Context: an optimization exercise on an open-source flow, tuned for small area, a short achievable clock period and few clock cycles. The choices shown serve that exercise and are no tape-out recipe. In this exercise RTL edits were held to simulation tests only and were not proved equivalent to the original. Power figures rest on the tool's default switching activity, not on a simulated workload.

Setup of the baseline:
Design act_buffer_sparse, start of the top module:
module act_buffer_sparse #(
  parameter int DATA_WIDTH = 8,
  parameter int NUM_COL    = 16,
  parameter int DEPTH      = 32,
  parameter int IDX_WIDTH  = $clog2(NUM_COL),
  parameter int ADDR_WIDTH = $clog2(DEPTH)
) (
  input  logic                             clk,
  input  logic                             reset,
  input  logic                             mode,
  input  logic                             wr_valid,
  output logic                             wr_ready,
  input  logic [NUM_COL-1:0]               wr_flag,
  input  logic [NUM_COL*DATA_WIDTH-1:0]    wr_data,
  input  logic                             rd_start,
  output logic                             rd_busy,
  output logic                             out_valid,
  input  logic                             out_ready,
  output logic [IDX_WIDTH-1:0]             out_index,
  output logic [DATA_WIDTH-1:0]            out_serial,
  output logic [NUM_COL*DATA_WIDTH-1:0]    out_parallel,
  output logic [NUM_COL-1:0]               out_flag,
  output logic [IDX_WIDTH:0]               row_nnz,
  output logic                             row_done,
  output logic [ADDR_WIDTH:0]              count,
  output logic                             empty,
  output logic                             full
);
make LEC_CHECK=0 CAP_MARGIN=20 CORE_MARGIN=2 CORE_UTILIZATION=60 CTS_CLUSTER_DIAMETER=80 CTS_CLUSTER_SIZE=30 SETUP_SLACK_MARGIN=5 SLEW_MARGIN=20 SYNTH_MEMORY_MAX_BITS=8192 finish   # period 8.0 ns
run.sh (not shown) runs the stock make flow with config.mk's settings and CLKGATE_MAP_FILE= SYNTH_SCRIPT=/design/flow/synth_recipe.tcl, a recipe that flattens the netlist after the stock synthesis.
Testbench counts of the baseline, summed over its fixed seeds: cycles 26,800.
Input-level comparison between the candidate and the baseline:
-- flow/design.v --
<<< the baseline, line 76
  logic [DEPTH-1:0]  free_n;         
  logic              wr_fire;
  always_comb begin
    vld_n[0] = mv[0] ? wr_fire : vld[0];
>>> the candidate, line 76
  logic [DEPTH-1:0]  free_n;         
  logic              wr_fire;
  logic [DEPTH-1:0]  free_q, nfree_q;
  logic [DEPTH-1:0]  hold;
  assign mv   = free_q | {DEPTH{consumed}};
  assign hold = nfree_q & {DEPTH{!consumed}};
  always_comb begin
    vld_n[0] = mv[0] ? wr_fire : vld[0];
<<< the baseline, line 92
  assign free_n = suf[LVL];
  always_ff @(posedge clk) begin
    if (reset) mv <= '1;
    else       mv <= free_n | {DEPTH{consumed_n}};
  end
  always_ff @(posedge clk) begin
    if (mv[0]) stg[0] <= {wr_flag, wr_data};
    for (int i = 1; i < DEPTH; i++) begin
      if (mv[i]) stg[i] <= stg[i-1];
    end
  end
>>> the candidate, line 96
  assign free_n = suf[LVL];
  always_ff @(posedge clk) begin
    if (reset) begin
      free_q  <= '1;
      nfree_q <= '0;
    end else begin
      free_q  <= free_n;
      nfree_q <= ~free_n;
    end
  end
  always_ff @(posedge clk) begin
    stg[0] <= ({wr_flag, wr_data} & {WORD_W{mv[0]}}) | (stg[0] & {WORD_W{hold[0]}});
    for (int i = 1; i < DEPTH; i++) begin
      stg[i] <= (stg[i-1] & {WORD_W{mv[i]}}) | (stg[i] & {WORD_W{hold[i]}});
    end
  end
<<< the baseline, line 105
    else       vld <= vld_n;
  end
  logic [NUM_COL-1:0]  pflag;
  logic [HC_W-1:0]     pc_lo, pc_hi;
  logic [HC_W-1:0]     pc_lo_q, pc_hi_q;
  logic [NNZ_W-1:0]    h_nnz;
  assign pflag = stg[HEAD-2][ROW_W +: NUM_COL];
  always_comb begin
    pc_lo = '0;
    pc_hi = '0;
    for (int c = 0; c < HALF; c++) begin
      pc_lo = pc_lo + HC_W'(pflag[c]);
      pc_hi = pc_hi + HC_W'(pflag[HALF + c]);
    end
  end
  always_ff @(posedge clk) begin
    if (mv[HEAD-1]) begin
      pc_lo_q <= pc_lo;
      pc_hi_q <= pc_hi;
    end
    if (mv[HEAD]) h_nnz <= NNZ_W'(pc_lo_q) + NNZ_W'(pc_hi_q);
>>> the candidate, line 114
    else       vld <= vld_n;
  end
  localparam int QTR  = NUM_COL / 4;
  localparam int QC_W = $clog2(QTR + 1);
  logic [NUM_COL-1:0]  qflag;
  logic [QC_W-1:0]     qc [4];
  logic [QC_W-1:0]     qc_q [4];
  logic [HC_W-1:0]     pc_lo_q, pc_hi_q;
  logic [NNZ_W-1:0]    h_nnz;
  assign qflag = stg[HEAD-3][ROW_W +: NUM_COL];
  always_comb begin
    for (int q = 0; q < 4; q++) begin
      qc[q] = '0;
      for (int c = 0; c < QTR; c++) qc[q] = qc[q] + QC_W'(qflag[q*QTR + c]);
    end
  end
  always_ff @(posedge clk) begin
    if (mv[HEAD-2]) begin
      for (int q = 0; q < 4; q++) qc_q[q] <= qc[q];
    end
    if (mv[HEAD-1]) begin
      pc_lo_q <= HC_W'(qc_q[0]) + HC_W'(qc_q[1]);
      pc_hi_q <= HC_W'(qc_q[2]) + HC_W'(qc_q[3]);
    end
    if (mv[HEAD]) h_nnz <= NNZ_W'(pc_lo_q) + NNZ_W'(pc_hi_q);
### Flow results
The candidate | stages: all done | timing, DRC, antenna: all pass
Comparing the candidate and the baseline, the higher share of total power in combinational logic is on the candidate.
Changes observed in the candidate relative to the baseline: fraction of the mapped netlist area in compound gates grew by 27 points, slew at the pin with the worst max-slew slack shrank by 0.072 ns.
[compare] base=the baseline new=the candidate: number of antenna violations at the first check in global routing saw a decrease, routed wire length saw an increase, fraction of standard cell area that is sequential saw a decrease.
Synthesized instance count, the candidate and the baseline, lower one = the baseline.
Looking at share of synthesized area occupied by flip-flops and latches across the candidate and the baseline, the one that comes out lower is the candidate.
Testbench counts of the candidate, summed over its fixed seeds: cycles 26,800.

========
JK:
The RTL this note starts from:
==> flow/design.v <==
module lsb_index_enc #(
  parameter int NUM_COL   = 16,
  parameter int IDX_WIDTH = $clog2(NUM_COL)
) (
  input  logic [NUM_COL-1:0]   mask,
  output logic [NUM_COL-1:0]   low,
  output logic [IDX_WIDTH-1:0] index,
  output logic                 any_set,
  output logic [NUM_COL-1:0]   rest
);
  localparam int LVL = $clog2(NUM_COL);
  logic [NUM_COL-1:0] pre [LVL+1];
  logic [NUM_COL-1:0] below;
  always_comb begin
    pre[0] = mask;
    for (int k = 1; k <= LVL; k++) begin
      for (int i = 0; i < NUM_COL; i++) begin
        if (i >= (1 << (k - 1))) pre[k][i] = pre[k-1][i] | pre[k-1][i - (1 << (k - 1))];
        else                     pre[k][i] = pre[k-1][i];
      end
    end
  end
  assign below = {pre[LVL][NUM_COL-2:0], 1'b0};
  assign low   = mask & ~below;
  assign rest  = mask & below;
  always_comb begin
    index = '0;
    for (int i = 0; i < NUM_COL; i++) begin
      if (low[i]) index = index | IDX_WIDTH'(i);
    end
  end
  assign any_set = pre[LVL][NUM_COL-1];
endmodule
module act_buffer_sparse #(
  parameter int DATA_WIDTH = 8,
  parameter int NUM_COL    = 16,
  parameter int DEPTH      = 32,
  parameter int IDX_WIDTH  = $clog2(NUM_COL),
  parameter int ADDR_WIDTH = $clog2(DEPTH)
) (
  input  logic                             clk,
  input  logic                             reset,
  input  logic                             mode,
  input  logic                             wr_valid,
  output logic                             wr_ready,
  input  logic [NUM_COL-1:0]               wr_flag,
  input  logic [NUM_COL*DATA_WIDTH-1:0]    wr_data,
  input  logic                             rd_start,
  output logic                             rd_busy,
  output logic                             out_valid,
  input  logic                             out_ready,
  output logic [IDX_WIDTH-1:0]             out_index,
  output logic [DATA_WIDTH-1:0]            out_serial,
  output logic [NUM_COL*DATA_WIDTH-1:0]    out_parallel,
  output logic [NUM_COL-1:0]               out_flag,
  output logic [IDX_WIDTH:0]               row_nnz,
  output logic                             row_done,
  output logic [ADDR_WIDTH:0]              count,
  output logic                             empty,
  output logic                             full
);
  localparam int ROW_W  = NUM_COL * DATA_WIDTH;
  localparam int WORD_W = ROW_W + NUM_COL;
  localparam int HEAD   = DEPTH - 1;
  localparam int LVL    = $clog2(DEPTH);
  localparam int HALF   = NUM_COL / 2;
  localparam int HC_W   = $clog2(HALF + 1);
  localparam int NNZ_W  = IDX_WIDTH + 1;
  localparam logic [ADDR_WIDTH:0] DEPTH_CNT = (ADDR_WIDTH + 1)'(DEPTH);
  logic [WORD_W-1:0] stg [DEPTH];    
  logic [DEPTH-1:0]  vld;            
  logic              consumed;       
  logic              consumed_n;
  logic [DEPTH-1:0]  mv;             
  logic [DEPTH-1:0]  vld_n;
  logic [DEPTH-1:0]  free_n;         
  logic              wr_fire;
  always_comb begin
    vld_n[0] = mv[0] ? wr_fire : vld[0];
    for (int i = 1; i < DEPTH; i++) vld_n[i] = mv[i] ? vld[i-1] : vld[i];
  end
  logic [DEPTH-1:0] suf [LVL+1];
  always_comb begin
    suf[0] = ~vld_n;
    for (int k = 1; k <= LVL; k++) begin
      for (int i = 0; i < DEPTH; i++) begin
        if (i + (1 << (k - 1)) < DEPTH) suf[k][i] = suf[k-1][i] | suf[k-1][i + (1 << (k - 1))];
        else                            suf[k][i] = suf[k-1][i];
      end
    end
  end
  assign free_n = suf[LVL];
  logic [DEPTH-1:0]  hold;
  always_ff @(posedge clk) begin
    if (reset) begin
      mv   <= '1;
      hold <= '0;
    end else begin
      mv   <= free_n | {DEPTH{consumed_n}};
      hold <= ~(free_n | {DEPTH{consumed_n}});
    end
  end
  always_ff @(posedge clk) begin
    stg[0] <= ({wr_flag, wr_data} & {WORD_W{mv[0]}}) | (stg[0] & {WORD_W{hold[0]}});
    for (int i = 1; i < DEPTH; i++) begin
      stg[i] <= (stg[i-1] & {WORD_W{mv[i]}}) | (stg[i] & {WORD_W{hold[i]}});
    end
  end
  always_ff @(posedge clk) begin
    if (reset) vld <= '0;
    else       vld <= vld_n;
  end
  localparam int QTR  = NUM_COL / 4;
  localparam int QC_W = $clog2(QTR + 1);
  logic [NUM_COL-1:0]  qflag;
  logic [QC_W-1:0]     qc [4];
  logic [QC_W-1:0]     qc_q [4];
  logic [HC_W-1:0]     pc_lo_q, pc_hi_q;
  logic [NNZ_W-1:0]    h_nnz;
  assign qflag = stg[HEAD-3][ROW_W +: NUM_COL];
  always_comb begin
    for (int q = 0; q < 4; q++) begin
      qc[q] = '0;
      for (int c = 0; c < QTR; c++) qc[q] = qc[q] + QC_W'(qflag[q*QTR + c]);
    end
  end
  always_ff @(posedge clk) begin
    if (mv[HEAD-2]) begin
      for (int q = 0; q < 4; q++) qc_q[q] <= qc[q];
    end
    if (mv[HEAD-1]) begin
      pc_lo_q <= HC_W'(qc_q[0]) + HC_W'(qc_q[1]);
      pc_hi_q <= HC_W'(qc_q[2]) + HC_W'(qc_q[3]);
    end
    if (mv[HEAD]) h_nnz <= NNZ_W'(pc_lo_q) + NNZ_W'(pc_hi_q);
  end
  logic [NUM_COL-1:0]    hflag;
  logic [ROW_W-1:0]      hdata;
  logic [ROW_W-1:0]      hmask;      
  logic                  hv;
  logic [NUM_COL-1:0]    h_low, h_rest;
  logic [IDX_WIDTH-1:0]  h_idx;
  logic                  h_any;
  logic [DATA_WIDTH-1:0] h_byte;
  logic [NUM_COL-1:0]    rem;        
  logic [NUM_COL-1:0]    r_low, r_rest;
  logic [IDX_WIDTH-1:0]  r_idx;
  logic                  r_any;
  logic [DATA_WIDTH-1:0] r_byte;
  assign hflag = stg[HEAD][ROW_W +: NUM_COL];
  assign hdata = stg[HEAD][ROW_W-1:0];
  assign hv    = vld[HEAD] && !consumed;
  lsb_index_enc #(.NUM_COL(NUM_COL), .IDX_WIDTH(IDX_WIDTH)) u_henc (
    .mask(hflag), .low(h_low), .index(h_idx), .any_set(h_any), .rest(h_rest)
  );
  lsb_index_enc #(.NUM_COL(NUM_COL), .IDX_WIDTH(IDX_WIDTH)) u_renc (
    .mask(rem), .low(r_low), .index(r_idx), .any_set(r_any), .rest(r_rest)
  );
  always_comb begin
    h_byte = '0;
    r_byte = '0;
    for (int c = 0; c < NUM_COL; c++) begin
      hmask[c*DATA_WIDTH +: DATA_WIDTH] = hdata[c*DATA_WIDTH +: DATA_WIDTH] & {DATA_WIDTH{hflag[c]}};
      h_byte = h_byte | (hdata[c*DATA_WIDTH +: DATA_WIDTH] & {DATA_WIDTH{h_low[c]}});
      r_byte = r_byte | (hdata[c*DATA_WIDTH +: DATA_WIDTH] & {DATA_WIDTH{r_low[c]}});
    end
  end
  logic                  busy, outv, pmode, pend, mode_q, rdone;
  logic [IDX_WIDTH-1:0]  oidx;
  logic [DATA_WIDTH-1:0] oser;
  logic [ROW_W-1:0]      opar;
  logic [NUM_COL-1:0]    oflag;
  logic [NNZ_W-1:0]      onnz;
  logic [ADDR_WIDTH:0]   cnt;
  logic                  full_q, empty_q, wrdy_q;
  logic                  acc_ok;     
  logic                  pgo_s, pgo_p;
  logic                  out_last;   
  logic                  h_multi, r_multi;
  logic [IDX_WIDTH-1:0]  r_idx_n;
  logic [DATA_WIDTH-1:0] r_byte_n;
  assign acc_ok   = !busy && !empty_q && hv;
  assign pgo_s    = pend && hv && !mode_q;
  assign pgo_p    = pend && hv && mode_q;
  assign out_last = pmode || !r_any;
  assign h_multi  = (h_rest != '0);
  assign r_multi  = (r_rest != '0);
  assign r_idx_n  = out_last ? '0 : r_idx;
  assign r_byte_n = out_last ? '0 : r_byte;
  logic                  acc, st_s, st_p, xfer;
  assign wr_fire = wr_valid && wrdy_q;
  assign acc     = rd_start && !busy && !empty_q;
  assign st_s    = (rd_start && !mode && acc_ok) || pgo_s;
  assign st_p    = (rd_start && mode && acc_ok) || pgo_p;
  assign xfer    = outv && out_ready;
  assign consumed_n = (consumed && !mv[HEAD]) || (st_s && !h_multi) ||
                      (xfer && (pmode || (r_any && !r_multi)));
  always_ff @(posedge clk) begin
    if (reset) begin
      consumed <= 1'b0;
      busy     <= 1'b0;
      outv     <= 1'b0;
      pmode    <= 1'b0;
      pend     <= 1'b0;
      mode_q   <= 1'b0;
      rdone    <= 1'b0;
      oidx     <= '0;
      oser     <= '0;
      opar     <= '0;
      oflag    <= '0;
      onnz     <= '0;
      rem      <= '0;
    end else begin
      consumed <= consumed_n;
      busy     <= acc || (busy && !rdone);
      if (!busy) mode_q <= mode;
      pend     <= (acc || pend) && !hv;
      if (st_p || st_s) pmode <= st_p;
      outv     <= st_p || (st_s && h_any) || (outv && !(out_ready && out_last));
      rdone    <= (st_s && !h_any) || (xfer && out_last);
      if (st_s) begin
        oidx <= h_idx;
        oser <= h_byte;
        rem  <= h_rest;
      end else if (xfer) begin
        oidx <= r_idx_n;
        oser <= r_byte_n;
        rem  <= r_rest;
      end
      opar <= ({ROW_W{st_p}} & hmask) | ({ROW_W{!out_ready}} & opar);
      if (st_p || st_s) begin
        oflag <= hflag;
        onnz  <= h_nnz;
      end else if (rdone) begin
        oflag <= '0;
        onnz  <= '0;
      end
    end
  end
  logic                  inc, dec;
  logic [ADDR_WIDTH:0]   cnt_p1, cnt_m1;
  logic                  cnt_top, cnt_one;
  assign inc     = wr_fire && !rdone;
  assign dec     = !wr_fire && rdone;
  assign cnt_p1  = cnt + (ADDR_WIDTH + 1)'(1);
  assign cnt_m1  = cnt - (ADDR_WIDTH + 1)'(1);
  assign cnt_top = (cnt == DEPTH_CNT - (ADDR_WIDTH + 1)'(1));
  assign cnt_one = (cnt == (ADDR_WIDTH + 1)'(1));
  always_ff @(posedge clk) begin
    if (reset) begin
      cnt     <= '0;
      full_q  <= 1'b0;
      empty_q <= 1'b1;
      wrdy_q  <= 1'b1;
    end else if (inc) begin
      cnt     <= cnt_p1;
      full_q  <= cnt_top;
      empty_q <= 1'b0;
      wrdy_q  <= !cnt_top;
    end else if (dec) begin
      cnt     <= cnt_m1;
      full_q  <= 1'b0;
      empty_q <= cnt_one;
      wrdy_q  <= 1'b1;
    end
  end
  assign out_parallel = opar;
  assign out_index    = oidx;
  assign out_serial   = oser;
  assign out_flag     = oflag;
  assign row_nnz      = onnz;
  assign row_done     = rdone;
  assign rd_busy      = busy;
  assign out_valid    = outv;
  assign count        = cnt;
  assign empty        = empty_q;
  assign full         = full_q;
  assign wr_ready     = wrdy_q;
endmodule
==> flow/config.mk <==
export PLATFORM = sky130hd
export DESIGN_NAME = act_buffer_sparse
export DESIGN_NICKNAME = act_buffer_sparse
export VERILOG_FILES = /design/flow/design.v
export SDC_FILE = /design/flow/constraint.sdc
export NUM_CORES = 4
export LEC_CHECK = 0
export CAP_MARGIN = 20
export CORE_MARGIN = 2
export CORE_UTILIZATION = 60
export CTS_CLUSTER_DIAMETER = 80
export CTS_CLUSTER_SIZE = 30
export SETUP_SLACK_MARGIN = 5
export SLEW_MARGIN = 20
export SYNTH_MEMORY_MAX_BITS = 8192
==> flow/constraint.sdc <==
create_clock -name core_clock -period 8.0 [get_ports {clk}]
set_input_delay 1.6000 -clock core_clock [delete_from_list [all_inputs] [get_ports {clk}]]
set_output_delay 1.6000 -clock core_clock [all_outputs]
set_load 0.01 [all_outputs]
Testbench counts of JK, summed over its fixed seeds: cycles 26,800.
For MS, these inputs were changed with respect to JK:
--- a/flow/design.v
+++ b/flow/design.v
@@ -74,31 +74,48 @@
   logic [DEPTH-1:0]  mv;             
   logic [DEPTH-1:0]  vld_n;
   logic [DEPTH-1:0]  free_n;         
   logic              wr_fire;
-  always_comb begin
-    vld_n[0] = mv[0] ? wr_fire : vld[0];
-    for (int i = 1; i < DEPTH; i++) vld_n[i] = mv[i] ? vld[i-1] : vld[i];
-  end
-  logic [DEPTH-1:0] suf [LVL+1];
-  always_comb begin
-    suf[0] = ~vld_n;
+  logic [DEPTH-1:0]  free_q, nfree_q;
+  logic [DEPTH-1:0]  hold;
+  assign mv   = free_q | {DEPTH{consumed}};
+  assign hold = nfree_q & {DEPTH{!consumed}};
+  logic [DEPTH-1:0] vld_s;           
+  logic [DEPTH-1:0] vld_r;           
+  logic [DEPTH-1:0] free_s, free_r;
+  always_comb begin
+    vld_s[0] = free_q[0] ? wr_fire : vld[0];
+    for (int i = 1; i < DEPTH; i++) vld_s[i] = free_q[i] ? vld[i-1] : vld[i];
+    vld_r = {vld[DEPTH-2:0], wr_fire};
+    vld_n = consumed ? vld_r : vld_s;
+  end
+  logic [DEPTH-1:0] sufs [LVL+1];
+  logic [DEPTH-1:0] sufr [LVL+1];
+  always_comb begin
+    sufs[0] = ~vld_s;
+    sufr[0] = ~vld_r;
     for (int k = 1; k <= LVL; k++) begin
       for (int i = 0; i < DEPTH; i++) begin
-        if (i + (1 << (k - 1)) < DEPTH) suf[k][i] = suf[k-1][i] | suf[k-1][i + (1 << (k - 1))];
-        else                            suf[k][i] = suf[k-1][i];
-      end
-    end
-  end
-  assign free_n = suf[LVL];
-  logic [DEPTH-1:0]  hold;
+        if (i + (1 << (k - 1)) < DEPTH) begin
+          sufs[k][i] = sufs[k-1][i] | sufs[k-1][i + (1 << (k - 1))];
+          sufr[k][i] = sufr[k-1][i] | sufr[k-1][i + (1 << (k - 1))];
+        end else begin
+          sufs[k][i] = sufs[k-1][i];
+          sufr[k][i] = sufr[k-1][i];
+        end
+      end
+    end
+  end
+  assign free_s = sufs[LVL];
+  assign free_r = sufr[LVL];
+  assign free_n = consumed ? free_r : free_s;
   always_ff @(posedge clk) begin
     if (reset) begin
-      mv   <= '1;
-      hold <= '0;
+      free_q  <= '1;
+      nfree_q <= '0;
     end else begin
-      mv   <= free_n | {DEPTH{consumed_n}};
-      hold <= ~(free_n | {DEPTH{consumed_n}});
+      free_q  <= free_n;
+      nfree_q <= ~free_n;
     end
   end
   always_ff @(posedge clk) begin
     stg[0] <= ({wr_flag, wr_data} & {WORD_W{mv[0]}}) | (stg[0] & {WORD_W{hold[0]}});
==> results.txt <==
Taking JK as the reference, in MS fraction of standard cell area that is sequential down 0.42 points, data required time at the worst endpoint has decreased. The higher maximum VDD drop of JK and MS is in MS. Diff JK -> MS: number of iterations in the first detailed-routing pass went up by 1, static leakage power went up by about 0.44%, summed instance area of the synthesized netlist went up by 980 sq um. Y dimension of the die | MS above JK. Between MS and JK, it is MS whose final cell area excluding filler cells is higher, by 0.39%. Compared to JK, MS has number of instances in the synthesized netlist 1.4% higher. Highest clock frequency the design can meet: MS vs JK — no meaningful difference. [compare] base=JK new=MS: via density per instance went up by about 1.2%, global-route usage saw an increase, critical path depth saw a decrease. [MS vs JK] wire length reported by the detailed router: higher in MS.
Testbench counts of MS, summed over its fixed seeds: cycles 26,800.

==> separate check: timing with driven ports <==
The flow's constraints put no driver on any port. The routed layouts listed below were extracted and timed again, unchanged, in two steps. Step 1 sets driving cells, clkbuf_16 on the clock port and buf_2 on the other inputs (assumed; they add their load-dependent delay and slew). Step 2 moves the port delays by t, midway between the first and last clock arrival at a register: inputs arrive t later, outputs are due t later. That takes back most of the time a late clock gives input paths. Three values: ideal, step 1, step 2; two values: the first two.
run | shift t [ns] | slack for setup (ns) | clock arrival spread, ns | worst slew at a driven data input, ns
the baseline | 0.923 | 5.006 / 4.955 / 4.151 | 0.047 / 0.046 | 0.08
the candidate | 0.960 | 4.932 / 4.901 / 4.124 | 0.082 / 0.082 | 0.05
JK | 0.923 | 5.004 / 4.941 / 4.142 | 0.089 / 0.089 | 0.07
MS | 0.942 | 4.997 / 4.951 / 4.115 | 0.086 / 0.086 | 0.05
After both steps setup and hold are still met in every run listed. The setup slack of MS, which loses most, moves by -0.046 ns with the drivers and by -0.882 ns with both steps.
